This is an optimization exercise on Yosys and OpenROAD, whose aim is small area, a short achievable clock period and few clock cycles per item, not a production implementation. Where RTL was checked, it was by simulation tests only, not by an equivalence proof against the original. Only the layout flow was run in run 6; the RTL was not checked for function there. Power and IR drop assume default switching activity.

## flow/design.v (module list and top-level ports; edited modules follow where they fit)
// module fp_mul_round: 63 lines
// module fp_mul_pipe: 144 lines
// module fp_mul_tree: 874 lines
module fp_mul_pipe
#(
  parameter int EXP_W = 8,
  parameter int MAN_W = 23
) (
  input  logic                 clk,
  input  logic                 reset,
  input  logic                 in_valid,
  output logic                 in_ready,
  input  logic [EXP_W+MAN_W:0] a,
  input  logic [EXP_W+MAN_W:0] b,
  output logic                 out_valid,
  input  logic                 out_ready,
  output logic [EXP_W+MAN_W:0] result,
  output logic [fp_pkg::FLAG_W-1:0]    flags
);
  // ...
==> flow/flow/run.sh <==
#!/bin/bash
# The standard layout with two changes after the standard synthesis:
#  - fa_polarity.py complements full adders and xor/xnor cells of the synthesized netlist where
#    that removes inverters between them (same registers, same function);
#  - the port buffers are sky130_fd_sc_hd__buf_2 cells (which the resizer may later size like any
#    buffer) instead of the resizer's default choice.
# Each tool's full output goes to a log file in this folder; ORFS keeps its own logs in orfs/logs.
set -euo pipefail
R=orfs/results/${FLOW_PLATFORM:-sky130hd}/fp_mul_pipe/base
bash standard.sh synth > synth.log 2>&1
cp $R/1_2_yosys.v synth_netlist.v
python3 flow/fa_polarity.py synth_netlist.v $R/1_2_yosys.v "$FLOW_HOME/platforms/${FLOW_PLATFORM:-sky130hd}/lib/sky130_fd_sc_hd__tt_025C_1v80.lib" > polarity.log 2>&1
touch $R/1_2_yosys.v
bash standard.sh "BUFFER_PORTS_ARGS=-buffer_cell sky130_fd_sc_hd__buf_2" finish > layout.log 2>&1
==> flow/flow/fa_polarity.py <==
#!/usr/bin/env python3
"""Inverter clean-up for a mapped sky130hd netlist (Yosys write_verilog output, one module).

Synthesis maps carry-save adders to sky130_fd_sc_hd__fa cells and often leaves an inverter
between one full adder's output and the next one's input. A full adder is self-dual:
FA(~a, ~b, ~c) = (~sum, ~cout). So each full adder may instead be fed the complements of its
inputs and then drives the complements of its outputs; likewise a gate and its complemented
form (xor2/xnor2, and2/nand2, a21o/a21oi, buf/inv, ...) compute each other's complement. This script chooses, by local search, which full adders and
xor/xnor cells to complement so that as few inverters as possible are needed, then rewrites
the netlist: every old inverter is removed and one inverter is added for each signal that is
needed in the polarity its driver does not produce. Registers and every other cell keep their
names, types and function; only nets between combinational cells change.

usage: fa_polarity.py IN.v OUT.v LIBERTY
"""
import re
import sys
from collections import defaultdict

OUT_PINS = {"X", "Y", "Q", "Q_N", "SUM", "COUT", "HI", "LO"}
INV_RE = re.compile(r"sky130_fd_sc_hd__(inv|clkinv)_\d+$")
FA_RE = re.compile(r"sky130_fd_sc_hd__fa_\d+$")
XOR_RE = re.compile(r"sky130_fd_sc_hd__(x?n?or2)_(\d+)$")
# cells whose complement has the same inputs: (true-output cell, complemented cell), output pins
PAIRS = [("xor2", "xnor2"), ("and2", "nand2"), ("or2", "nor2"), ("a21o", "a21oi"),
         ("a22o", "a22oi"), ("o21a", "o21ai"), ("clkbuf", "clkinv"), ("buf", "inv")]
OUT_OF = {"xor2": "X", "xnor2": "Y", "and2": "X", "nand2": "Y", "or2": "X", "nor2": "Y",
          "a21o": "X", "a21oi": "Y", "a22o": "X", "a22oi": "Y", "o21a": "X", "o21ai": "Y",
          "clkbuf": "X", "clkinv": "Y", "buf": "X", "inv": "Y"}
COMP = {}
for x, y in PAIRS:
    COMP[x], COMP[y] = y, x
INV_AREA = 3.7536
LIB = sys.argv[3] if len(sys.argv) > 3 else None
AREA = {}
if LIB:
    for mm in re.finditer(r'cell \("?(sky130_fd_sc_hd__\w+)"?\)\s*\{(.*?)area\s*:\s*([\d.]+)',
                          open(LIB).read(), re.S):
        AREA[mm.group(1)] = float(mm.group(3))



def esc(n):
    """a net name as written back: an escaped identifier ends at white space."""
    return n + " " if n.startswith("\\") else n


src = open(sys.argv[1]).read()
m_end = src.rindex("endmodule")
cell_re = re.compile(r"^(\s*)(sky130_fd_sc_hd__\w+)\s+(\S+)\s*\((.*?)\);\s*$", re.S | re.M)
pin_re = re.compile(r"\.(\w+)\(([^()]*)\)")

cells = []  # dict(type, name, pins: {pin: net}, span)
for m in cell_re.finditer(src):
    pins = {p: n.strip() for p, n in pin_re.findall(m.group(4))}
    cells.append({"type": m.group(2), "name": m.group(3), "pins": pins, "span": m.span()})

# ports: input ports drive, output ports load
ports_in, ports_out = set(), set()
for kind, rng, names in re.findall(r"^\s*(input|output)\s*(\[[^\]]*\])?\s*([^;]+);", src, re.M):
    for nm in names.split(","):
        nm = nm.strip()
        if rng:
            hi, lo = map(int, rng.strip("[]").split(":"))
            bits = [f"{nm}[{i}]" for i in range(min(hi, lo), max(hi, lo) + 1)]
        else:
            bits = [nm]
        (ports_in if kind == "input" else ports_out).update(bits)

driver = {}
loads = defaultdict(list)
for ci, c in enumerate(cells):
    for p, n in c["pins"].items():
        if not n or n.startswith("1'b"):
            continue
        if p in OUT_PINS:
            driver[n] = (ci, p)
        else:
            loads[n].append((ci, p))

# inverters are folded into the polarity bookkeeping, except one that drives an output port
inv_cells = {ci for ci, c in enumerate(cells)
             if INV_RE.match(c["type"]) and c["pins"].get("Y") not in ports_out}


def base(n):
    """(base net, polarity) of net n: n == base ^ polarity, looking through inverters."""
    pol = 0
    seen = 0
    while n in driver and driver[n][0] in inv_cells and seen < 100:
        n = cells[driver[n][0]]["pins"]["A"]
        pol ^= 1
        seen += 1
    return n, pol


# flippable cells: full adders and xor2/xnor2
flip_kind = {}
for ci, c in enumerate(cells):
    if FA_RE.match(c["type"]):
        flip_kind[ci] = "fa"
    else:
        mm = re.match(r"sky130_fd_sc_hd__([a-z0-9]+)_(\d+)$", c["type"])
        if mm and mm.group(1) in COMP and ci not in inv_cells and AREA:
            other = f"sky130_fd_sc_hd__{COMP[mm.group(1)]}_{mm.group(2)}"
            if other in AREA:
                flip_kind[ci] = "xor"

fixed_out = set(ports_out)

# requirements: for every base signal, list of (consumer cell, pin, polarity wanted relative to
# the base net's original value). Consumers are non-inverter cells and output ports.
req = defaultdict(list)   # base -> [(ci or None, pin, q)]
for n, ls in loads.items():
    b, pol = base(n)
    for ci, p in ls:
        if ci in inv_cells:
            continue
        req[b].append((ci, p, pol))
for n in ports_out:
    b, pol = base(n)
    req[b].append((None, n, pol))

# drivers of base signals; an output port's net must be driven as is
drv_cell = {}
for b in req:
    if b in driver and driver[b][0] not in inv_cells:
        drv_cell[b] = driver[b][0]

flip = defaultdict(int)
for b, ci in drv_cell.items():
    if b in fixed_out or any(cc is None for cc, _, _ in req[b]):
        flip_kind.pop(ci, None)


def wanted(ci, p, q):
    """polarity the consumer wants, relative to the base net's original value."""
    if ci is not None and ci in flip_kind and flip_kind[ci] == "fa":
        return q ^ flip[ci]
    return q   # an xor2 is complemented by becoming an xnor2 (or back): inputs unchanged


def produced(b):
    ci = drv_cell.get(b)
    if ci is None or ci not in flip_kind:
        return 0
    return flip[ci]


def other_type(t):
    mm = re.match(r"sky130_fd_sc_hd__([a-z0-9]+)_(\d+)$", t)
    return f"sky130_fd_sc_hd__{COMP[mm.group(1)]}_{mm.group(2)}"


def cost(b):
    d = produced(b)
    c = INV_AREA if any(wanted(ci, p, q) != d for ci, p, q in req[b]) else 0.0
    ci = drv_cell.get(b)
    if ci is not None and flip_kind.get(ci) == "xor" and flip[ci]:
        t = cells[ci]["type"]
        c += AREA.get(other_type(t), 0) - AREA.get(t, 0)
    return c


# signals a flippable cell touches
touch = defaultdict(set)
for b, rs in req.items():
    for ci, p, q in rs:
        if ci is not None and ci in flip_kind:
            touch[ci].add(b)
for b, ci in drv_cell.items():
    if ci in flip_kind:
        touch[ci].add(b)

total = sum(cost(b) for b in req)
start = total
improved = True
rounds = 0
while improved and rounds < 50:
    improved = False
    rounds += 1
    for ci in list(flip_kind):
        bs = touch[ci]
        before = sum(cost(b) for b in bs)
        flip[ci] ^= 1
        after = sum(cost(b) for b in bs)
        if after < before:
            total += after - before
            improved = True
        else:
            flip[ci] ^= 1

# then a few rounds of annealing from the local optimum, keeping the best assignment found
import random
rng = random.Random(1)
best = dict(flip)
best_total = total
fl = list(flip_kind)
temp = INV_AREA
for it in range(400000):
    ci = fl[rng.randrange(len(fl))]
    bs = touch[ci]
    before = sum(cost(b) for b in bs)
    flip[ci] ^= 1
    after = sum(cost(b) for b in bs)
    dlt = after - before
    if dlt <= 0 or rng.random() < pow(2.718, -dlt / temp):
        total += dlt
        if total < best_total:
            best_total = total
            best = dict(flip)
    else:
        flip[ci] ^= 1
    temp = INV_AREA * max(0.05, 1.0 - it / 300000.0)
flip.clear()
flip.update(best)
total = best_total

# rewrite
new_pins = {ci: dict(c["pins"]) for ci, c in enumerate(cells)}
new_type = {ci: c["type"] for ci, c in enumerate(cells)}

added = []
inv_net = {}
decls = []
k = 0
for b, rs in req.items():
    d = produced(b)
    need_inv = any(wanted(ci, p, q) != d for ci, p, q in rs)
    if need_inv:
        nn = f"_polinv_{k}_"
        k += 1
        inv_net[b] = nn
        decls.append(f"  wire {nn};")
        added.append(f"  sky130_fd_sc_hd__inv_1 _polinv_cell_{k}_ (\n    .A({esc(b)}),\n    .Y({nn})\n  );")
    for ci, p, q in rs:
        net = b if wanted(ci, p, q) == d else inv_net[b]
        if ci is None:
            continue
        new_pins[ci][p] = net

keep_inv = set()

# gates that were complemented: swap type (and output pin name)
for ci, k2 in flip_kind.items():
    if k2 == "xor" and flip[ci]:
        t = new_type[ci]
        mm = re.match(r"sky130_fd_sc_hd__([a-z0-9]+)_(\d+)$", t)
        kind = mm.group(1)
        new_type[ci] = other_type(t)
        old_o, new_o = OUT_OF[kind], OUT_OF[COMP[kind]]
        new_pins[ci] = {(new_o if q == old_o else q): n for q, n in new_pins[ci].items()}


out = []
pos = 0
for ci, c in enumerate(cells):
    s, e = c["span"]
    out.append(src[pos:s])
    pos = e
    if ci in inv_cells and ci not in keep_inv:
        continue
    pins = new_pins[ci]
    body = ",\n".join(f"    .{p}({esc(n)})" for p, n in pins.items())
    lead = re.match(r"\s*", src[s:e]).group(0)
    out.append(f"{lead}{new_type[ci]} {c['name']} (\n{body}\n  );")
tail = src[pos:]
ti = tail.rindex("endmodule")
text = "".join(out) + tail[:ti] + "\n".join(decls + added) + "\n" + tail[ti:]
open(sys.argv[2], "w").write(text)
sys.stderr.write(f"fa_polarity: cost {start:.1f} -> {total:.1f} um2; old inverters {len(inv_cells)}, added {k}; complemented {sum(1 for ci in flip_kind if flip[ci])} cells\n")

==> flow/standard.sh <==
#!/bin/bash
# synth_recipe.tcl (not shown) runs the flow's synth.tcl, then flattens the netlist and writes it again
# the make line also repeats each setting of config.mk as NAME=value (left out here)
make -C /OpenROAD-flow-scripts/flow DESIGN_CONFIG=/design/flow/config.mk WORK_HOME=/design/flow/orfs CLKGATE_MAP_FILE= SYNTH_SCRIPT=/design/flow/synth_recipe.tcl "${@:-finish}"
==> flow/config.mk <==
export PLATFORM = sky130hd
export DESIGN_NAME = fp_mul_pipe
export DESIGN_NICKNAME = fp_mul_pipe
export VERILOG_FILES = /design/flow/design.v
export SDC_FILE = /design/flow/constraint.sdc
export NUM_CORES = 4
export LEC_CHECK = 0
export CAP_MARGIN = 20
export CORE_MARGIN = 2
export CORE_UTILIZATION = 40
export SETUP_SLACK_MARGIN = 4.2
export SLEW_MARGIN = 20
export TNS_END_PERCENT = 0
==> flow/constraint.sdc <==
create_clock -name core_clock -period 7.5 [get_ports {clk}]
set_input_delay 1.5000 -clock core_clock [delete_from_list [all_inputs] [get_ports {clk}]]
set_output_delay 1.5000 -clock core_clock [all_outputs]
set_load 0.01 [all_outputs]
==> results by group, run 1 <==
Setup path
  – R2R setup slack: 4.05 ns
  – R2R depth: 10
  – Crit-path max cell delay: 0.50 ns
  – R2r startpoint: s1_fa[14]
  – CP endpoint kind: flop
  – WP data required: 7.79 ns
  – WP depth: 10
  – CP Max Fanout: 4
  – Most numerous cell on the critical path: fa_2
  – CP arrival: 3.75 ns

Route
  – Via count: 18141
  – Antenna Nets Post-Route: 0
  – Max Used Layer: met4
  – Met3 WL: 7.25 mm
  – DR WL/cell: 23.1 µm

Die
  – Die Wd: 252 µm
  – Die area: 0.0633 mm²
  – Die Y: 252 µm

Cells and area
  – Largest class: multi-input combinational cells
  – Area growth, synth to finish: 16.1%
  – Regs by FF count: s2_px x38, s2_py x38, result x32
  – Design Area, Final: 0.0285 mm²
  – Clk tree area frac: 3.55%
  – Non-clock inverters: 108
  – Num sequential: 268
  – Area of the multi-input gates: 0.0160 mm²

Placed design
  – Gpl congestion: 0.906
  – Setup WS pre-CTS: 3.13 ns

Synth
  – Syn_area_per_cell: 11.3 µm²

Pwr
  – P per Cell Area: 440 mW/mm²
  – Pwr top: combinational logic

Min path
  – Hold Path Class: reg -> reg
  – Worst Hold Path EP: s2_exp[6]

Clock network
  – Clk buf depth: 3
  – Clock-pin slew on the worst setup and hold paths: 0.06 ns
  – Num CTS Buffers: 34

STA
  – Final Setup Violations: 0
  – Crit share post-route: 46.1%
  – Slew Viols, Final: 0

Status
  – Status: finished clean

Global route
  – Pin count of the biggest net entering global routing: 77
Testbench counts, summed over its fixed seeds: cycles 2,432, items 2,400.
==> run 2, diff against run 1 <==
--- a/flow/config.mk
+++ b/flow/config.mk
@@ -10,2 +10,3 @@
 export CORE_UTILIZATION = 40
+export CTS_BUF_LIST = sky130_fd_sc_hd__clkbuf_4 sky130_fd_sc_hd__clkbuf_8
 export SETUP_SLACK_MARGIN = 4.2
==> run 2 against run 1 <==
Combinational power about the same. Cell area down 0.70%. Cell count up 0.90%. Still clean. Highest routed layer unchanged. Flip-flop and latch count unchanged. Die area unchanged.
==> results by group, run 2 <==
Min path
  – WHS Path Cells: 0 (unchanged)
  – Worst Hold Path EP: s2_exp[4] (was s2_exp[6])
  – Min-delay src: s1_exp[4] (was s1_exp[6])
  – Hold Path Class: reg -> reg (unchanged)

Synth
  – Post-synthesis cell area: 0.0245 mm² (unchanged)
  – Synth warn: 2 (unchanged)
  – Syn nets: 2628 (unchanged)
  – Syn Inst Count: 2167 (unchanged)
  – Syn_area_per_cell: 11.3 µm² (unchanged)

Die
  – Num rows: 90 (unchanged)
  – Die Wd: 252 µm (unchanged)
  – Starting Density: 40.5% (unchanged)
  – Die area: 0.0633 mm² (unchanged)
  – Die Y: 252 µm (unchanged)
  – Boundary Pins: 106 (unchanged)
  – Core box area: 0.0605 mm² (unchanged)

Pwr
  – Peak supply drop: 0.197 mV (was 0.201 mV)
  – Pleak: 10.8 nW (was 10.9 nW)
  – Sequential Power Share: 24.7% (about the same)
  – P per Cell Area: 443 mW/mm² (was 440 mW/mm²)
  – Sw Ratio: 44.3% (was 44.0%)
  – Switch Pwr: 5.54 mW (was 5.52 mW)
  – Combinational Power Share: 63.4% (about the same)
  – Internal: 6.97 mW (was 7.02 mW)
  – Clock network power share: 11.9% (about the same)

Setup path
  – CP endpoint kind: flop (unchanged)
  – Crit path kind: reg -> reg (unchanged)
  – CP max stage cell: fa_2 (unchanged)
  – CP Max Fanout: 4 (unchanged)
  – R2r startpoint: s1_fa[14] (unchanged)
  – CP arrival: 3.84 ns (was 3.75 ns)
  – Worst reg2reg endpoint: s2_pz[12] (unchanged)
  – CP delay by family, top: adder cells (unchanged)
  – CP Buf/Inv Count: 3 (unchanged)
  – Most numerous cell on the critical path: fa_2 (unchanged)
  – R2R depth: 10 (unchanged)
  – R2R setup slack: 4.03 ns (was 4.05 ns)
  – Crit-path max cell delay: 0.50 ns (about the same)
  – Crit-path cells: clkinv_2, clkinvlp_4, buf_6, a22oi_2, xnor2_2, fa_2, fa_2, fa_2, fa_2, ha_1 (was clkinv_2, clkinvlp_4, buf_4, a22oi_2, xnor2_2, fa_2, fa_2, fa_2, fa_1, ha_1)
  – WP depth: 10 (unchanged)
  – WP data required: 7.88 ns (was 7.79 ns)
  – Setup crit start kind: flop (unchanged)

STA
  – TNS Setup: 0 ns (unchanged)
  – Hold_ws: 0.414 ns (was 0.415 ns)
  – Setup ws final: 4.03 ns (was 4.05 ns)
  – Slew Viols, Final: 0 (unchanged)
  – Crit share post-route: 46.2% (was 46.1%)
  – Slew HR: 35.8% (was 36.1%)
  – Fin. Hold Viols: 0 (unchanged)
  – Clock skew: 0.0598 ns (was 0.0279 ns)
  – Unrepaired setup endpoints after global routing: yes (unchanged)
  – Fmax: 0.288 GHz (was 0.289 GHz)
  – Minimum clock period: 3.47 ns (was 3.45 ns)
  – Worst Max-Slew Pin Slew: 0.964 ns (was 0.958 ns)
  – Final Setup Violations: 0 (unchanged)

Clock network
  – Hold Buf Count CTS: 0 (unchanged)
  – CTS Sinks: 268 (unchanged)
  – Root buf cell: clkbuf_8 (was clkbuf_16)
  – Clock-pin slew on the worst setup and hold paths: 0.08 ns (was 0.06 ns)
  – Worst skew pair latency: 0.69 ns (was 0.56 ns)
  – H-tree Lvls: 2 (unchanged)
  – Clk buf depth: 3 (unchanged)
  – CTS tree: done (unchanged)
  – Num CTS Buffers: 48 (was 34)

Placed design
  – DP HPWL: 46.7 mm (unchanged)
  – Setup WS pre-CTS: 3.13 ns (unchanged)
  – Port bufs: 105 (unchanged)
  – Gpl congestion: 0.906 (unchanged)

Route
  – DRT iter0 DRCs: 1886 (was 1774)
  – Final wirelength: 71.3 mm (was 71.4 mm)
  – Antenna Nets Post-Route: 0 (unchanged)
  – Drt first pass iters: 6 (unchanged)
  – Via count: 18256 (was 18141)
  – DRC: 0 (unchanged)
  – DR WL/cell: 22.8 µm (was 23.1 µm)
  – Vias per cell: 5.84 (was 5.86)

Status
  – Status: finished clean (unchanged)

Global route
  – Grt ovf: 0 (unchanged)
  – Total GRT Usage: 22.5% (was 22.4%)
  – Pin count of the biggest net entering global routing: 77 (unchanged)
  – First-pass GRT wire length: 110 mm (about the same)
  – Initial antenna violation count: 2 (was 1)
  – Number of global-route vias before repair: 18708 (was 18616)

Run
  – Max Cap Violations: 0 (unchanged)

Cells and area
  – Area growth, synth to finish: 15.3% (was 16.1%)
  – Most common cell after layout, fill and taps aside: edfxtp_1 (unchanged)
  – Regs by FF count: s2_px x38, s2_py x38, result x32 (unchanged)
  – Final net count: 2766 (was 2756)
  – Fin util: 46.7% (was 47.1%)
  – Share of layout cells above drive strength 1: 19.3% (was 19.6%)
  – Commonest non-fill, non-tap cells in the layout: edfxtp_1 (264), a22oi_1 (246), xnor2_1 (241), fa_1 (221), ha_1 (134) (was edfxtp_1 (264), xnor2_1 (238), a22oi_1 (235), fa_1 (210), ha_1 (131))
==> run 2: area by class of cell <==
type	count	area (µm²)
fill	5463	32200
multi-input combinational	1627	15900
sequential	268	8010
timing repair buffer	252	1930
tap	782	978
clock buffer	55	713
inverter	108	454
clock inverter	33	318
antenna	1	2.50
==> run 2: how the worst max path moves through the flow <==
stage	endpoint	start	slack, ns
after global routing	result[25]	s3_prod[24]	3.99
after detailed placement	result[16]	out_ready	3.13
final	s2_pz[12]	s1_fa[14]	4.03
after global placement	result[20]	out_ready	3.21
after floorplan	in_ready	out_ready	3.65
after CTS	s2_pz[14]	s1_fa[14]	4.09
==> run 2: power by group through the flow <==
stage                     clock network, mW  logic, mW  registers (mW)
after detailed placement                  0       7.39            3.17
after CTS                              1.53       7.76            3.09
after global placement                    0       7.22            3.16
after floorplan                           0       5.48            3.03
final                                  1.49       7.93            3.09
after global routing                   1.60       8.87            3.17
==> run 2: layer usage <==
layer | global-route usage (%) | up-vias | share of wire [%]
met5 | 0 | - | 0
met3 | 5.66 | 191 | 9.7
met4 | 8.91 | 0 | 3.9
met2 | 34.6 | 958 | 44
met1 | 30.4 | 9060 | 42
li1 | - | 8047 | -
==> run 2: timing repair <==
action	in CTS	in global routing
setup buffers	96	5
setup endpoints to repair	203	164
gates resized for setup	101	47
endpoints found under the hold margin	0	0
cloned	3	0
pin swaps	27	26
==> run 2: metrics by stage <==
stage / cell area, µm² / power (mW) / cells
finish: 28300 / 12.5 / 3126
global route: 28300 / 13.6 / 3126
detailed placement: 25700 / 10.6 / 2933
floorplan: 24500 / 8.50 / 2167
global placement: 25700 / 10.4 / 2932
CTS: 28000 / 12.4 / 3120
==> run 3, diff against run 2 <==
--- a/flow/config.mk
+++ b/flow/config.mk
@@ -11,2 +11,3 @@
 export CTS_BUF_LIST = sky130_fd_sc_hd__clkbuf_4 sky130_fd_sc_hd__clkbuf_8
+export PLACE_DENSITY = 0.75
 export SETUP_SLACK_MARGIN = 4.2
==> run 3 against run 2 <==
Still clean. Register-to-register slack worse by 0.14 ns. Combinational power is 1% lower. Cell count is 0.22% higher.
==> results by group, run 3 <==
Status
  – Status: finished clean (unchanged)

STA
  – Fmax: 0.278 GHz (was 0.288 GHz)
  – Crit share post-route: 48.0% (was 46.2%)
  – TNS Setup: 0 ns (unchanged)
  – Slew HR: 25.6% (was 35.8%)
  – Clock skew: 0.0577 ns (was 0.0598 ns)
  – Worst Max-Slew Pin Slew: 1.11 ns (was 0.964 ns)
  – Unrepaired setup endpoints after global routing: yes (unchanged)
  – Minimum clock period: 3.60 ns (was 3.47 ns)
  – Fin. Hold Viols: 0 (unchanged)
  – Final Setup Violations: 0 (unchanged)
  – Slew Viols, Final: 0 (unchanged)

Setup path
  – Setup crit start kind: flop (unchanged)
  – CP Max Fanout: 6 (was 4)
  – CP endpoint kind: flop (unchanged)
  – CP arrival: 3.96 ns (was 3.84 ns)
  – WP data required: 7.85 ns (was 7.88 ns)
  – Crit path kind: reg -> reg (unchanged)

Run
  – Max Cap Violations: 0 (unchanged)

Die
  – Die area: 0.0633 mm² (unchanged)
  – Die Wd: 252 µm (unchanged)
  – Core box area: 0.0605 mm² (unchanged)
  – Boundary Pins: 106 (unchanged)
  – Num rows: 90 (unchanged)
  – Die Y: 252 µm (unchanged)
  – Starting Density: 40.5% (unchanged)

Route
  – DRT iter0 DRCs: 2762 (was 1886)
  – Routed wl met2: 31.1 mm (was 31.6 mm)
  – Drt first pass iters: 8 (was 6)
  – DR WL/cell: 22.8 µm (about the same)
  – Vias per cell: 5.93 (was 5.84)
  – Max Used Layer: met4 (unchanged)
  – Via count: 18591 (was 18256)
  – Final wirelength: 71.4 mm (was 71.3 mm)
  – DRC: 0 (unchanged)
  – Routed length on met1: 27.0 mm (was 30.0 mm)
  – Antenna Nets Post-Route: 0 (unchanged)
  – Met3 WL: 8.99 mm (was 6.89 mm)

Clock network
  – Root buf cell: clkbuf_8 (unchanged)
  – Worst skew pair latency: 0.65 ns (was 0.69 ns)
  – H-tree Lvls: 2 (unchanged)
  – Clk buf depth: 3 (unchanged)
  – Clock-pin slew on the worst setup and hold paths: 0.06 ns (was 0.08 ns)
  – Hold Buf Count CTS: 0 (unchanged)
  – CTS tree: done (unchanged)
  – Num CTS Buffers: 47 (was 48)
  – CTS Sinks: 268 (unchanged)

Cells and area
  – Share of layout cells above drive strength 1: 17.9% (was 19.3%)
  – Final net count: 2773 (was 2766)
  – Design Area, Final: 0.0282 mm² (was 0.0283 mm²)
  – Commonest non-fill, non-tap cells in the layout: edfxtp_1 (264), a22oi_1 (255), xnor2_1 (242), fa_1 (236), ha_1 (139) (was edfxtp_1 (264), a22oi_1 (246), xnor2_1 (241), fa_1 (221), ha_1 (134))
  – Most common cell after layout, fill and taps aside: edfxtp_1 (unchanged)
  – Fin util: 46.7% (about the same)
  – Area growth, synth to finish: 15.1% (was 15.3%)
  – Finished Layout Cells: 3133 (was 3126)
  – Regs by FF count: s2_px x38, s2_py x38, result x32 (unchanged)

Synth
  – Syn nets: 2628 (unchanged)
  – Post-synthesis cell area: 0.0245 mm² (unchanged)
  – Synth warn: 2 (unchanged)
  – Syn Inst Count: 2167 (unchanged)
  – Syn_area_per_cell: 11.3 µm² (unchanged)

Placed design
  – Port bufs: 105 (unchanged)
  – Gpl congestion: 0.959 (was 0.906)
  – DP Area: 0.0257 mm² (about the same)
  – DP HPWL: 46.0 mm (was 46.7 mm)
  – Placed cell count: 2928 (was 2933)

Global route
  – Initial antenna violation count: 1 (was 2)
  – Number of global-route vias before repair: 19154 (was 18708)
  – Total GRT Usage: 22.2% (was 22.5%)
  – Pin count of the biggest net entering global routing: 92 (was 77)
  – Grt ovf: 0 (unchanged)
  – First-pass GRT wire length: 109 mm (was 110 mm)

Pwr
  – Internal: 7.04 mW (was 6.97 mW)
  – Sw Ratio: 43.8% (was 44.3%)
  – Switch Pwr: 5.48 mW (was 5.54 mW)
  – Pleak: 10.9 nW (was 10.8 nW)
  – Total Power: 12.5 mW (about the same)
  – Peak supply drop: 0.209 mV (was 0.197 mV)
  – Clock network power share: 12.8% (was 11.9%)
  – Combinational Power Share: 62.6% (was 63.4%)
  – Sequential Power Share: 24.6% (was 24.7%)
  – P per Cell Area: 444 mW/mm² (was 443 mW/mm²)

Min path
  – Hold Path Class: reg -> reg (unchanged)
[run 3: layout make-up]
cell class              instances  area, µm²
diodes                          1       2.50
multi-input cells            1627      15700
fillers                      5276      32300
clock inverters                35        419
flip-flops and latches        268       8010
inverters                     108        465
repair buffers                260       2010
well taps                     782        978
clock buffers                  52        691
[run 3: per-layer routing]
metal | up-vias | GRT usage (%)
met1 | 8849 | 28.2
met5 | - | 0
met4 | 0 | 11.3
li1 | 8064 | -
met3 | 367 | 7.05
met2 | 1311 | 34.2
[run 3: final timing paths]
kind,startpoint,endpoint,slack [ns],depth (start not counted)
hold / removal,s1_exp[6],s2_exp[6],0.42,0
hold reg to reg,s1_exp[6],s2_exp[6],0.42,0
setup reg to reg,s1_fa[20],s2_pz[21],3.90,9
setup / recovery,s1_fa[20],s2_pz[21],3.90,9
[run 3: critical path, stage by stage (launching register included)]
cell        delay [ns]
edfxtp_1          0.42
buf_12            0.16
clkinv_2          0.06
clkinvlp_4        0.26
a22oi_2           0.32
xnor2_2           0.14
fa_1              0.45
fa_1              0.44
fa_1              0.63
fa_1              0.42
[run 3: power groups by stage]
stage | sequential (mW) | clock, mW | combinational [mW]
after floorplan | 3.03 | 0 | 5.48
after global placement | 3.19 | 0 | 7.10
after detailed placement | 3.21 | 0 | 7.40
after CTS | 3.10 | 1.64 | 7.65
after global routing | 3.16 | 1.70 | 8.71
final | 3.09 | 1.60 | 7.84
[run 3: what timing repair did]
action	in CTS	in global routing
pin swaps	28	26
endpoints found under the setup margin	133	123
gates resized for setup	73	22
setup buffers	103	11
gates cloned	2	0
[run 3: per-stage QoR]
stage | hold WS [ns] | worst slack [ns]
floorplan | 0.400 | 3.65
global placement | 0.401 | 3.27
detailed placement | 0.405 | 3.19
CTS | 0.416 | 3.98
global route | 0.422 | 3.88
finish | 0.417 | 3.90
==> run 4, diff against run 3 <==
--- a/flow/config.mk
+++ b/flow/config.mk
@@ -9,5 +9,4 @@
 export CORE_MARGIN = 2
-export CORE_UTILIZATION = 40
+export CORE_UTILIZATION = 50
 export CTS_BUF_LIST = sky130_fd_sc_hd__clkbuf_4 sky130_fd_sc_hd__clkbuf_8
-export PLACE_DENSITY = 0.75
 export SETUP_SLACK_MARGIN = 4.2
==> run 4 against run 3 <==
Largest cell class unchanged. Critical path depth increased by 1. Maximum frequency grew 2.4%. Global-route usage grew 6.9 points. Synthesized cell count did not move. Worst setup slack better by 0.084 ns. Critical endpoint is now s2_pz[17]. Clock power down 12%. Still clean on timing, DRC and antenna. Power down 0.69%. Synthesized area stayed put. Critical path type unchanged. Cell area increased by 0.17%. Combinational power increased by 2%. Sequential share of layout area is essentially flat.
==> results by group, run 4 <==
Clock network
  – CTS Sinks: 268 (unchanged)
  – Clk buf depth: 3 (unchanged)
  – CTS tree: done (unchanged)
  – Root buf cell: clkbuf_8 (unchanged)
  – Worst skew pair latency: 0.66 ns (was 0.65 ns)
  – H-tree Lvls: 2 (unchanged)
  – Num CTS Buffers: 48 (was 47)
  – Clock-pin slew on the worst setup and hold paths: 0.06 ns (about the same)
  – Hold Buf Count CTS: 0 (unchanged)

Global route
  – Initial antenna violation count: 1 (unchanged)
  – Total GRT Usage: 29.1% (was 22.2%)
  – Grt ovf: 0 (unchanged)
  – Pin count of the biggest net entering global routing: 74 (was 92)
  – Number of global-route vias before repair: 19104 (was 19154)
  – First-pass GRT wire length: 112 mm (was 109 mm)

Route
  – Final wirelength: 73.0 mm (was 71.4 mm)
  – Antenna Nets Post-Route: 0 (unchanged)
  – DR WL/cell: 24.4 µm (was 22.8 µm)
  – Drt first pass iters: 6 (was 8)
  – Vias per cell: 6.22 (was 5.93)
  – Via count: 18584 (was 18591)
  – DRC: 0 (unchanged)
  – DRT iter0 DRCs: 1999 (was 2762)

Setup path
  – CP endpoint kind: flop (unchanged)
  – R2R depth: 10 (was 9)
  – Crit-path cells: buf_12, clkinv_1, clkinvlp_4, buf_12, a22oi_2, xor2_1, fa_1, fa_1, fa_1, fa_1 (was buf_12, clkinv_2, clkinvlp_4, a22oi_2, xnor2_2, fa_1, fa_1, fa_1, fa_1)
  – Setup crit start kind: flop (unchanged)
  – CP max stage cell: fa_1 (unchanged)
  – Crit path kind: reg -> reg (unchanged)
  – Worst reg2reg endpoint: s2_pz[17] (was s2_pz[21])
  – R2r startpoint: s1_fa[8] (was s1_fa[20])
  – Crit-path max cell delay: 0.55 ns (was 0.63 ns)
  – Most numerous cell on the critical path: fa_1 (unchanged)
  – CP Max Fanout: 16 (was 6)
  – CP arrival: 3.88 ns (was 3.96 ns)
  – WP data required: 7.86 ns (was 7.85 ns)
  – R2R setup slack: 3.98 ns (was 3.90 ns)

Cells and area
  – Area growth, synth to finish: 15.3% (was 15.1%)
  – Diodes inserted: 0 (was 1)
  – Finished Layout Cells: 2990 (was 3133)
  – Final net count: 2790 (was 2773)
  – Most common cell after layout, fill and taps aside: edfxtp_1 (unchanged)
  – Regs by FF count: s2_px x38, s2_py x38, result x32 (unchanged)
  – Share of layout cells above drive strength 1: 18.9% (was 17.9%)
  – Commonest non-fill, non-tap cells in the layout: edfxtp_1 (264), a22oi_1 (256), xnor2_1 (243), fa_1 (231), ha_1 (136) (was edfxtp_1 (264), a22oi_1 (255), xnor2_1 (242), fa_1 (236), ha_1 (139))

STA
  – Fin. Hold Viols: 0 (unchanged)
  – Worst Max-Slew Pin Slew: 0.923 ns (was 1.11 ns)
  – Hold_ws: 0.415 ns (was 0.417 ns)
  – Final Setup Violations: 0 (unchanged)
  – TNS Setup: 0 ns (unchanged)
  – Unrepaired setup endpoints after global routing: yes (unchanged)
  – Minimum clock period: 3.52 ns (was 3.60 ns)
  – Slew HR: 38.5% (was 25.6%)
  – Crit share post-route: 46.9% (was 48.0%)
  – Fmax: 0.284 GHz (was 0.278 GHz)
  – Clock skew: 0.0454 ns (was 0.0577 ns)
  – Slew Viols, Final: 0 (unchanged)

Placed design
  – DP HPWL: 46.4 mm (was 46.0 mm)
  – Port bufs: 105 (unchanged)
  – Gpl congestion: 0.940 (was 0.959)
  – Placed cell count: 2766 (was 2928)

Min path
  – Min-delay src: s1_exp[7] (was s1_exp[6])
  – Hold Path Class: reg -> reg (unchanged)
  – WHS Path Cells: 0 (unchanged)
  – Worst Hold Path EP: s2_exp[7] (was s2_exp[6])

Die
  – Core box area: 0.0486 mm² (was 0.0605 mm²)
  – Num rows: 81 (was 90)
  – Starting Density: 50.4% (was 40.5%)
  – Die area: 0.0508 mm² (was 0.0633 mm²)
  – Boundary Pins: 106 (unchanged)
  – Die Wd: 225 µm (was 252 µm)
  – Die Y: 225 µm (was 252 µm)

Status
  – Status: finished clean (unchanged)

Synth
  – Syn_area_per_cell: 11.3 µm² (unchanged)
  – Syn nets: 2628 (unchanged)
  – Syn Inst Count: 2167 (unchanged)
  – Post-synthesis cell area: 0.0245 mm² (unchanged)
  – Synth warn: 2 (unchanged)

Pwr
  – Peak supply drop: 0.209 mV (about the same)
  – Pleak: 11.0 nW (was 10.9 nW)
  – P per Cell Area: 440 mW/mm² (was 444 mW/mm²)

Run
  – Max Cap Violations: 0 (unchanged)
[run 4: cell types whose count changed in the layout (fill, tap and decap cells not counted), moves of 3 or more]
cell and delta:
fa_2 +5, clkbuf_4 +10, buf_12 +13, ha_1 -3
fa_1 -5, bufinv_16 -7, buf_4 -4, clkinvlp_4 -4
buf_6 +11
[run 4: stage by stage]
stage / util [%] / instance area [µm²] / power (mW) / setup slack [ns]
floorplan: - / 24500 / 8.50 / 3.65
global placement: 52.3 / 25500 / 10.4 / 3.15
detailed placement: 52.3 / 25500 / 10.6 / 3.10
CTS: 57.9 / 28200 / 12.4 / 4.04
global route: 58.1 / 28300 / 13.6 / 3.90
finish: 58.1 / 28300 / 12.4 / 3.98
[run 4: how the worst max path moves through the flow]
| stage | from | slack (ns) | cells past startpoint | endpoint |
|---|---|---|---|---|
| after global placement | out_ready | 3.15 | 4 | s3_prod[43] |
| after global routing | s1_fa[6] | 3.90 | 11 | s2_lz |
| after CTS | s1_fa[20] | 4.04 | 9 | s2_pz[17] |
| after floorplan | out_ready | 3.65 | 2 | in_ready |
| final | s1_fa[8] | 3.98 | 10 | s2_pz[17] |
| after detailed placement | out_ready | 3.10 | 4 | s3_prod[43] |
[run 4: timing repair]
item / CTS / global route
cloned: 3 / 0
buffers inserted: 127 / 5
gates resized for setup: 110 / 11
endpoints found under the setup margin: 287 / 194
pin swaps: 34 / 12
[run 4: metal layers]
metal	wire length (µm)	part of all wire (%)	vias up	GRT usage [%]
met2	31900	44	1109	44.1
met5	14	0.019	-	0
met4	3810	5.2	2	13.8
met1	28700	39	9077	37.6
met3	8630	12	284	9.93
li1	-	-	8112	-
[run 4: report_power, final]
group	internal [mW]	total [mW]	switching [mW]	leakage (nW)
Combinational	3.44	7.96	4.52	7.60
Sequential	2.72	3.08	0.358	2.89
Clock	0.766	1.41	0.640	0.518
Total	6.92	12.4	5.52	11.0
[run 4: worst max-delay path, delay by kind of cell, from the launching register on]
family                   cells  cell delay [ns]
AO/OA/AOI/OAI                1             0.13
XOR/XNOR                     1             0.22
adder cells (fa/ha/maj)      4             1.92
buffers and inverters        4             0.55
flip-flops                   1             0.41
[run 4: cell type report]
class                           count  area [µm²]
Fill cell                        4025       20400
Tap cell                          622         778
Clock buffer                       64         793
Clock inverter                     25         190
Sequential cell                   268        8010
Timing Repair Buffer              276        2320
Multi-Input combinational cell   1627       15700
Inverter                          108         450
==> run 5, diff against run 4 <==
--- a/flow/flow/run.sh
+++ b/flow/flow/run.sh
@@ -13,2 +13,2 @@
 touch $R/1_2_yosys.v
-bash standard.sh "BUFFER_PORTS_ARGS=-buffer_cell sky130_fd_sc_hd__buf_2" finish > layout.log 2>&1
+bash standard.sh "BUFFER_PORTS_ARGS=-buffer_cell sky130_fd_sc_hd__buf_2" RECOVER_POWER=100 finish > layout.log 2>&1
--- a/flow/config.mk
+++ b/flow/config.mk
@@ -9,3 +9,3 @@
 export CORE_MARGIN = 2
-export CORE_UTILIZATION = 50
+export CORE_UTILIZATION = 40
 export CTS_BUF_LIST = sky130_fd_sc_hd__clkbuf_4 sky130_fd_sc_hd__clkbuf_8
==> run 5 against run 4 <==
Largest cell class unchanged. Count of clock-buffer cells in the layout shrank 9. Cell area shrank 1.4%. Critical endpoint is now s3_exp[1]. Now fails the layout checks on capacitance limit, slew limit. Sequential share of layout area grew 0.40 points. Critical path type is now in -> reg.
==> results by group, run 5 <==
Status
  – Status: failed layout checks (was finished clean)
  – Layout Check Fails: capacitance limit, slew limit

Route
  – DRT iter0 DRCs: 1801 (was 1999)
  – DR WL/cell: 22.8 µm (was 24.4 µm)
  – Antenna Nets Post-Route: 0 (unchanged)
  – DRC: 0 (unchanged)
  – Via count: 18247 (was 18584)
  – Vias per cell: 5.84 (was 6.22)
  – Drt first pass iters: 5 (was 6)
  – Final wirelength: 71.4 mm (was 73.0 mm)

Clock network
  – CTS tree: done (unchanged)
  – Hold Buf Count CTS: 0 (unchanged)
  – Num CTS Buffers: 48 (unchanged)
  – CTS Sinks: 268 (unchanged)
  – H-tree Lvls: 2 (unchanged)
  – Clock-pin slew on the worst setup and hold paths: 0.06 ns (about the same)
  – Root buf cell: clkbuf_8 (unchanged)
  – Worst skew pair latency: 0.69 ns (was 0.66 ns)
  – Clk buf depth: 3 (unchanged)

Cells and area
  – Final net count: 2766 (was 2790)
  – Commonest non-fill, non-tap cells in the layout: edfxtp_1 (264), a22oi_1 (249), xnor2_1 (241), fa_1 (231), ha_1 (134) (was edfxtp_1 (264), a22oi_1 (256), xnor2_1 (243), fa_1 (231), ha_1 (136))
  – Share of layout cells above drive strength 1: 14.0% (was 18.9%)
  – Area growth, synth to finish: 13.7% (was 15.3%)
  – Regs by FF count: s2_px x38, s2_py x38, result x32 (unchanged)
  – Most common cell after layout, fill and taps aside: edfxtp_1 (unchanged)

Global route
  – Pin count of the biggest net entering global routing: 77 (was 74)
  – Grt ovf: 0 (unchanged)
  – First-pass GRT wire length: 110 mm (was 112 mm)
  – Initial antenna violation count: 2 (was 1)
  – Number of global-route vias before repair: 18708 (was 19104)
  – Total GRT Usage: 22.5% (was 29.1%)

Placed design
  – Port bufs: 105 (unchanged)
  – DP HPWL: 46.7 mm (was 46.4 mm)
  – Gpl congestion: 0.906 (was 0.940)

Setup path
  – Crit-path cells: clkbuf_1, nand2b_1, clkbuf_1, buf_4, buf_4 (was buf_12, clkinv_1, clkinvlp_4, buf_12, a22oi_2, xor2_1, fa_1, fa_1, fa_1, fa_1)
  – CP max stage cell: clkbuf_1 (was fa_1)
  – R2r startpoint: s1_neg[3] (was s1_fa[8])
  – Crit path kind: in -> reg (was reg -> reg)
  – R2R setup slack: 3.35 ns (was 3.98 ns)
  – R2R depth: 8 (was 10)
  – WP data required: 7.77 ns (was 7.86 ns)
  – Crit-path max cell delay: 0.84 ns (was 0.55 ns)
  – CP endpoint kind: flop (unchanged)
  – CP arrival: 4.52 ns (was 3.88 ns)
  – Setup crit start kind: input pin (was flop)
  – CP Max Fanout: 66 (was 16)
  – Worst reg2reg endpoint: s2_pz[19] (was s2_pz[17])

STA
  – Fin. Hold Viols: 0 (unchanged)
  – TNS Setup: 0 ns (unchanged)
  – Slew Viols, Final: 35 (was 0)
  – Slew HR: -16.9% (was 38.5%)
  – Fmax: 0.235 GHz (was 0.284 GHz)
  – Clock skew: 0.0622 ns (was 0.0454 ns)
  – Crit share post-route: 56.7% (was 46.9%)
  – Hold_ws: 0.415 ns (about the same)
  – Worst Max-Slew Pin Slew: 1.75 ns (was 0.923 ns)
  – Unrepaired setup endpoints after global routing: yes (unchanged)
  – Minimum clock period: 4.25 ns (was 3.52 ns)
  – Final Setup Violations: 0 (unchanged)

Synth
  – Syn nets: 2628 (unchanged)
  – Syn_area_per_cell: 11.3 µm² (unchanged)
  – Syn Inst Count: 2167 (unchanged)
  – Synth warn: 2 (unchanged)
  – Post-synthesis cell area: 0.0245 mm² (unchanged)

Die
  – Boundary Pins: 106 (unchanged)
  – Die area: 0.0633 mm² (was 0.0508 mm²)
  – Die Wd: 252 µm (was 225 µm)
  – Core box area: 0.0605 mm² (was 0.0486 mm²)
  – Starting Density: 40.5% (was 50.4%)
  – Die Y: 252 µm (was 225 µm)
  – Num rows: 90 (was 81)

Pwr
  – Peak supply drop: 0.195 mV (was 0.209 mV)
  – Pleak: 10.5 nW (was 11.0 nW)
  – P per Cell Area: 440 mW/mm² (about the same)

Min path
  – WHS Path Cells: 0 (unchanged)
  – Min-delay src: s1_exp[4] (was s1_exp[7])
  – Hold Path Class: reg -> reg (unchanged)
  – Worst Hold Path EP: s2_exp[4] (was s2_exp[7])

Run
  – Max Cap Violations: 1 (was 0)
run 5: cell count changes in the layout (fill, tap and decap cells not counted), moves of 5 or more:
cell	before	now
clkinvlp_2	0	5
a22oi_2	13	20
clkbuf_1	0	86
clkbuf_4	14	7
buf_2	103	34
a22oi_1	256	249
buf_6	40	30
buf_12	25	7
o21ai_0	58	63
buf_4	104	92
run 5: critical path, delay by kind of cell:
| kind | cells | cell delay [ns] |
|---|---|---|
| buf+inv | 4 | 2.73 |
| simple gates | 1 | 0.22 |
run 5: worst max path at each step:
stage               slack, ns         end  depth (start not counted)  startpoint
finish                   3.25   s3_exp[1]                          5   out_ready
global route             3.09   s3_exp[7]                          5   out_ready
CTS                      4.09   s2_pz[14]                          9   s1_fa[14]
detailed placement       3.13  result[16]                          4   out_ready
global placement         3.21  result[20]                          4   out_ready
floorplan                3.65    in_ready                          2   out_ready
run 5: metal layers:
layer	up-vias	share of wire [%]	GRT usage, %
met4	0	4.2	8.91
met5	-	0	0
met3	212	10	5.66
li1	8047	-	-
met2	966	44	34.6
met1	9022	42	30.4
run 5: power breakdown:
group | internal [mW] | switching, mW | total, mW
Combinational | 3.30 | 4.38 | 7.69
Clock | 0.823 | 0.671 | 1.49
Sequential | 2.72 | 0.376 | 3.10
Total | 6.84 | 5.43 | 12.3
run 5: what timing repair did:
item                       CTS  global route
setup buffers               96             5
gates resized for setup    101            47
setup endpoints to repair  203           164
gates cloned                 3             0
pin swaps                   27            26
run 5: metrics by stage:
stage	cells	util, %	total power [mW]	setup WS [ns]	area [µm²]
CTS	3120	46.3	12.4	4.09	28000
floorplan	2167	-	8.50	3.65	24500
detailed placement	2933	42.6	10.6	3.13	25700
global placement	2932	42.5	10.4	3.21	25700
finish	3126	46.1	12.3	3.25	27900
global route	3126	46.1	13.4	3.09	27900
run 5: final cells by class:
cell class	count	area (µm²)
Timing Repair Buffer	252	1710
Antenna cell	1	2.50
Inverter	108	447
Clock inverter	33	318
Clock buffer	55	713
Multi-Input combinational cell	1627	15700
Sequential cell	268	8010
Fill cell	5551	32600
Tap cell	782	978
==> module fp_mul_round, before the edit <==
module fp_mul_round (
  input  logic         sign,
  input  logic [7:0]   exp,      
  input  logic [2:0]   ovf_k,    
  input  logic [2:0]   unf_k,    
  input  logic [1:0]   kind,
  input  logic [47:22] prod,     
  input  logic         sticky,   
  output logic [31:0]  result,
  output logic [3:0]   flags
);
  localparam logic [31:0] QNAN = 32'h7FC00000;
  logic        msb, st, guard, carry, ovf, unf, inexact;
  logic [22:0] frac_r;
  logic [7:0]  exp_r;
  logic        rnd_h, rnd_l, carry_h, carry_l;
  logic [22:0] inc_h, inc_l;
  assign msb     = prod[47];
  assign rnd_h   = prod[23] & (prod[22] | sticky | prod[24]);
  assign rnd_l   = prod[22] & (sticky | prod[23]);
  assign inc_h   = prod[46:24] + 23'd1;
  assign inc_l   = prod[45:23] + 23'd1;
  assign carry_h = rnd_h & (&prod[46:24]);
  assign carry_l = rnd_l & (&prod[45:23]);
  assign carry   = msb ? carry_h : carry_l;
  assign guard   = msb ? prod[23] : prod[22];
  assign st      = sticky | (msb & prod[22]);
  assign frac_r  = msb ? (rnd_h ? inc_h : prod[46:24]) : (rnd_l ? inc_l : prod[45:23]);
  assign inexact = guard | st;
  always_comb begin
    case ({msb, carry})
      2'b00:        begin exp_r = exp;         ovf = ovf_k[0]; unf = unf_k[0]; end
      2'b01, 2'b10: begin exp_r = exp + 8'd1;  ovf = ovf_k[1]; unf = unf_k[1]; end
      default:      begin exp_r = exp + 8'd2;  ovf = ovf_k[2]; unf = unf_k[2]; end
    endcase
  end
  always_comb begin
    result = '0;
    flags  = '0;
    case (kind)
      KIND_NAN: begin
        result              = QNAN;
        flags[FLAG_INVALID] = 1'b1;
      end
      KIND_INF:  result = {sign, 8'hFF, 23'd0};
      KIND_ZERO: result = {sign, 31'd0};
      default: begin
        if (ovf) begin
          result               = {sign, 8'hFF, 23'd0};
          flags[FLAG_OVERFLOW] = 1'b1;
          flags[FLAG_INEXACT]  = 1'b1;
        end else if (unf) begin
          result                = {sign, 31'd0};
          flags[FLAG_UNDERFLOW] = 1'b1;
          flags[FLAG_INEXACT]   = 1'b1;
        end else begin
          result              = {sign, exp_r[7:0], frac_r};
          flags[FLAG_INEXACT] = inexact;
        end
      end
    endcase
  end
endmodule
==> run 6, diff against run 5 <==
--- a/flow/design.v
+++ b/flow/design.v
@@ -28,3 +28,4 @@
   logic        rnd_h, rnd_l, carry_h, carry_l;
-  logic [22:0] inc_h, inc_l;
+  logic [23:0] ones;    
+  logic [22:0] frac_h, frac_l;
   assign msb     = prod[47];
@@ -32,6 +33,14 @@
   assign rnd_l   = prod[22] & (sticky | prod[23]);
-  assign inc_h   = prod[46:24] + 23'd1;
-  assign inc_l   = prod[45:23] + 23'd1;
-  assign carry_h = rnd_h & (&prod[46:24]);
-  assign carry_l = rnd_l & (&prod[45:23]);
+  always_comb begin
+    ones[0] = 1'b1;
+    for (int j = 0; j < 23; j++) ones[j+1] = ones[j] & prod[24+j];
+  end
+  always_comb begin
+    for (int j = 0; j < 23; j++) begin
+      frac_h[j] = prod[24+j] ^ (rnd_h & ones[j]);
+      frac_l[j] = prod[23+j] ^ (rnd_l & (j == 0 ? 1'b1 : prod[23] & ones[j-1]));
+    end
+  end
+  assign carry_h = rnd_h & ones[23];
+  assign carry_l = rnd_l & prod[23] & ones[22];
   assign carry   = msb ? carry_h : carry_l;
@@ -39,3 +48,3 @@
   assign st      = sticky | (msb & prod[22]);
-  assign frac_r  = msb ? (rnd_h ? inc_h : prod[46:24]) : (rnd_l ? inc_l : prod[45:23]);
+  assign frac_r  = msb ? frac_h : frac_l;
   assign inexact = guard | st;
--- a/flow/flow/run.sh
+++ b/flow/flow/run.sh
@@ -13,2 +13,2 @@
 touch $R/1_2_yosys.v
-bash standard.sh "BUFFER_PORTS_ARGS=-buffer_cell sky130_fd_sc_hd__buf_2" RECOVER_POWER=100 finish > layout.log 2>&1
+bash standard.sh "BUFFER_PORTS_ARGS=-buffer_cell sky130_fd_sc_hd__buf_2" finish > layout.log 2>&1
==> run 6 against run 5 <==
Now clean on timing, DRC and antenna. Synthesized area about the same. Count of clock-buffer cells in the layout is 4 higher. Synthesized cell count down 2.4%. Highest routed layer unchanged.
==> results by group, run 6 <==
Placed design
  – Setup WS pre-CTS: 3.11 ns (was 3.13 ns)
  – Gpl congestion: 0.890 (was 0.906)
  – DP HPWL: 46.2 mm (was 46.7 mm)
  – Port bufs: 105 (unchanged)

STA
  – Worst Max-Slew Pin Slew: 0.996 ns (was 1.75 ns)
  – Unrepaired setup endpoints after global routing: yes (unchanged)
  – Minimum clock period: 3.55 ns (was 4.25 ns)
  – Crit share post-route: 47.4% (was 56.7%)
  – Setup ws final: 3.95 ns (was 3.25 ns)
  – Fin. Hold Viols: 0 (unchanged)
  – Fmax: 0.281 GHz (was 0.235 GHz)
  – Slew Viols, Final: 0 (was 35)
  – Slew HR: 33.6% (was -16.9%)
  – Final Setup Violations: 0 (unchanged)
  – TNS Setup: 0 ns (unchanged)
  – Clock skew: 0.0550 ns (was 0.0622 ns)

Cells and area
  – Most common cell after layout, fill and taps aside: edfxtp_1 (unchanged)
  – Area of the multi-input gates: 0.0157 mm² (about the same)
  – Commonest non-fill, non-tap cells in the layout: edfxtp_1 (264), a22oi_1 (256), fa_1 (228), xnor2_1 (194), xor2_1 (153) (was edfxtp_1 (264), a22oi_1 (249), xnor2_1 (241), fa_1 (231), ha_1 (134))
  – Reg area: 0.00801 mm² (unchanged)
  – Fill cell count: 5401 (was 5551)
  – Area growth, synth to finish: 15.1% (was 13.7%)
  – Regs by FF count: s2_px x38, s2_py x38, result x32 (unchanged)
  – Share of layout cells above drive strength 1: 19.4% (was 14.0%)
  – Final net count: 2723 (was 2766)

Run
  – Max Cap Violations: 0 (was 1)

Setup path
  – CP endpoint kind: flop (unchanged)
  – CP Launch Point: s1_fa[14] (was out_ready)
  – Most numerous cell on the critical path: fa_1
  – Crit-path max cell delay: 0.51 ns (was 0.84 ns)
  – CP Buf/Inv Count: 1 (was 4)
  – R2r startpoint: s1_fa[14] (was s1_neg[3])
  – WP data required: 7.90 ns (was 7.77 ns)
  – CP max stage cell: fa_1 (was clkbuf_1)
  – CP delay by family, top: adder cells (was buffers and inverters)
  – Crit-path cells: buf_4, a22oi_1, xnor2_1, fa_1, fa_1, fa_1, fa_1, fa_1 (was clkbuf_1, nand2b_1, clkbuf_1, buf_4, buf_4)
  – Setup crit start kind: flop (was input pin)
  – CP Max Fanout: 25 (was 66)
  – CP arrival: 3.95 ns (was 4.52 ns)
  – Crit path kind: reg -> reg (was in -> reg)

Min path
  – Hold Path Class: reg -> reg (unchanged)
  – Min-delay src: s1_exp[9] (was s1_exp[4])

Pwr
  – Pleak: 11.0 nW (was 10.5 nW)
  – Peak supply drop: 0.214 mV (was 0.195 mV)
  – P per Cell Area: 441 mW/mm² (was 440 mW/mm²)
  – Total Power: 12.4 mW (was 12.3 mW)

Clock network
  – H-tree Lvls: 2 (unchanged)
  – Clock-pin slew on the worst setup and hold paths: 0.06 ns (about the same)
  – Hold Buf Count CTS: 0 (unchanged)
  – CTS tree: done (unchanged)
  – Clk buf depth: 3 (unchanged)
  – Num CTS Buffers: 48 (unchanged)
  – CTS Sinks: 268 (unchanged)
  – Root buf cell: clkbuf_8 (unchanged)
  – Worst skew pair latency: 0.66 ns (was 0.69 ns)

Global route
  – Number of global-route vias before repair: 18017 (was 18708)
  – First-pass GRT wire length: 109 mm (was 110 mm)
  – Grt ovf: 0 (unchanged)
  – Initial antenna violation count: 1 (was 2)
  – Total GRT Usage: 22.2% (was 22.5%)
  – Pin count of the biggest net entering global routing: 82 (was 77)

Route
  – Via count: 17922 (was 18247)
  – Drt first pass iters: 6 (was 5)
  – DRC: 0 (unchanged)
  – Final wirelength: 70.5 mm (was 71.4 mm)
  – DRT iter0 DRCs: 2192 (was 1801)
  – DR WL/cell: 22.9 µm (was 22.8 µm)
  – Vias per cell: 5.81 (was 5.84)
  – Antenna Nets Post-Route: 0 (unchanged)

Status
  – Status: finished clean (was failed layout checks)

Die
  – Core box area: 0.0605 mm² (unchanged)
  – Boundary Pins: 106 (unchanged)
  – Die Wd: 252 µm (about the same)
  – Starting Density: 40.5% (about the same)
  – Num rows: 90 (unchanged)
  – Die Y: 252 µm (about the same)
  – Die area: 0.0633 mm² (about the same)

Synth
  – Syn Inst Count: 2116 (was 2167)
  – Syn nets: 2575 (was 2628)
  – Synth warn: 2 (unchanged)
  – Syn_area_per_cell: 11.6 µm² (was 11.3 µm²)
  – Post-synthesis cell area: 0.0245 mm² (about the same)
[run 6: metal layers]
metal	part of all wire, %	up-vias	routed length (µm)	global-route usage, %
met3	9.4	211	6650	5.32
met2	44	972	31100	33.4
met4	3.9	0	2720	8.49
met5	0	-	0	0
li1	-	7936	-	-
met1	43	8803	30000	30.9
[run 6: worst paths after layout]
check | end | slack [ns] | depth (start not counted)
setup / recovery | s2_pz[17] | 3.95 | 8
hold / removal | s2_exp[9] | 0.41 | 0
setup reg to reg | s2_pz[17] | 3.95 | 8
hold reg to reg | s2_exp[9] | 0.41 | 0
[run 6: area by class of cell]
type                    instances  share of cell area [%]
clock inverters                27                   0.816
repair buffers                260                    7.38
multi-input cells            1582                    55.7
well taps                     782                    3.47
diodes                          1                 0.00887
inverters                     104                    1.58
clock buffers                  59                    2.63
flip-flops and latches        268                    28.4
[run 6: metrics by stage]
stage	hold WS [ns]	instances	utilization [%]	instance area (µm²)
after floorplan	0.400	2116	-	24500
final	0.414	3083	46.7	28200
after global placement	0.402	2883	42.5	25700
after detailed placement	0.405	2884	42.5	25700
after CTS	0.415	3062	46.0	27800
after global routing	0.423	3083	46.7	28200
[run 6: repair_timing]
action,4_1_cts,5_1_grt
setup endpoints to repair,108,125
buffers inserted,90,20
hold endpoints to repair,0,0
gates resized for setup,62,41
pin swaps,21,30
cloned,2,0
[run 6: where the power goes]
group | internal [mW] | switching [mW]
combinational | 3.57 | 4.38
sequential | 2.71 | 0.370
clock | 0.767 | 0.635
total | 7.04 | 5.39

re-timing with driven ports:
No port has a modelled driver above. Below, the same layouts with a new extraction and two added sets of constraints. Step 1 (the two cells are an assumption about what drives the block):
set clk [get_ports {clk}]
set_driving_cell -lib_cell sky130_fd_sc_hd__clkbuf_16 $clk
set_driving_cell -lib_cell sky130_fd_sc_hd__buf_2 [delete_from_list [all_inputs] $clk]
Step 2, shift: input delay + t, output delay - t, t = (earliest + latest rising clock arrival at the registers) / 2. This alone moves slack from input paths to output paths. Slacks: ideal ports / drivers / drivers and shift; pairs: ideal ports / drivers.
run	t (ns)	setup WS [ns]	latest minus earliest clock arrival (ns)
run 1	0.607	4.046 / 4.046 / 3.801	0.028 / 0.028
run 2	0.708	4.034 / 4.034 / 3.517	0.059 / 0.059
run 3	0.669	3.898 / 3.898 / 3.752	0.062 / 0.062
run 4	0.696	3.982 / 3.982 / 3.608	0.046 / 0.046
run 5	0.710	3.247 / 3.273 / 2.563	0.063 / 0.062
run 6	0.686	3.946 / 3.946 / 3.873	0.055 / 0.055
For run 5, which loses most, drivers alone change the setup slack by +0.026 ns; drivers and shift together by -0.684 ns.
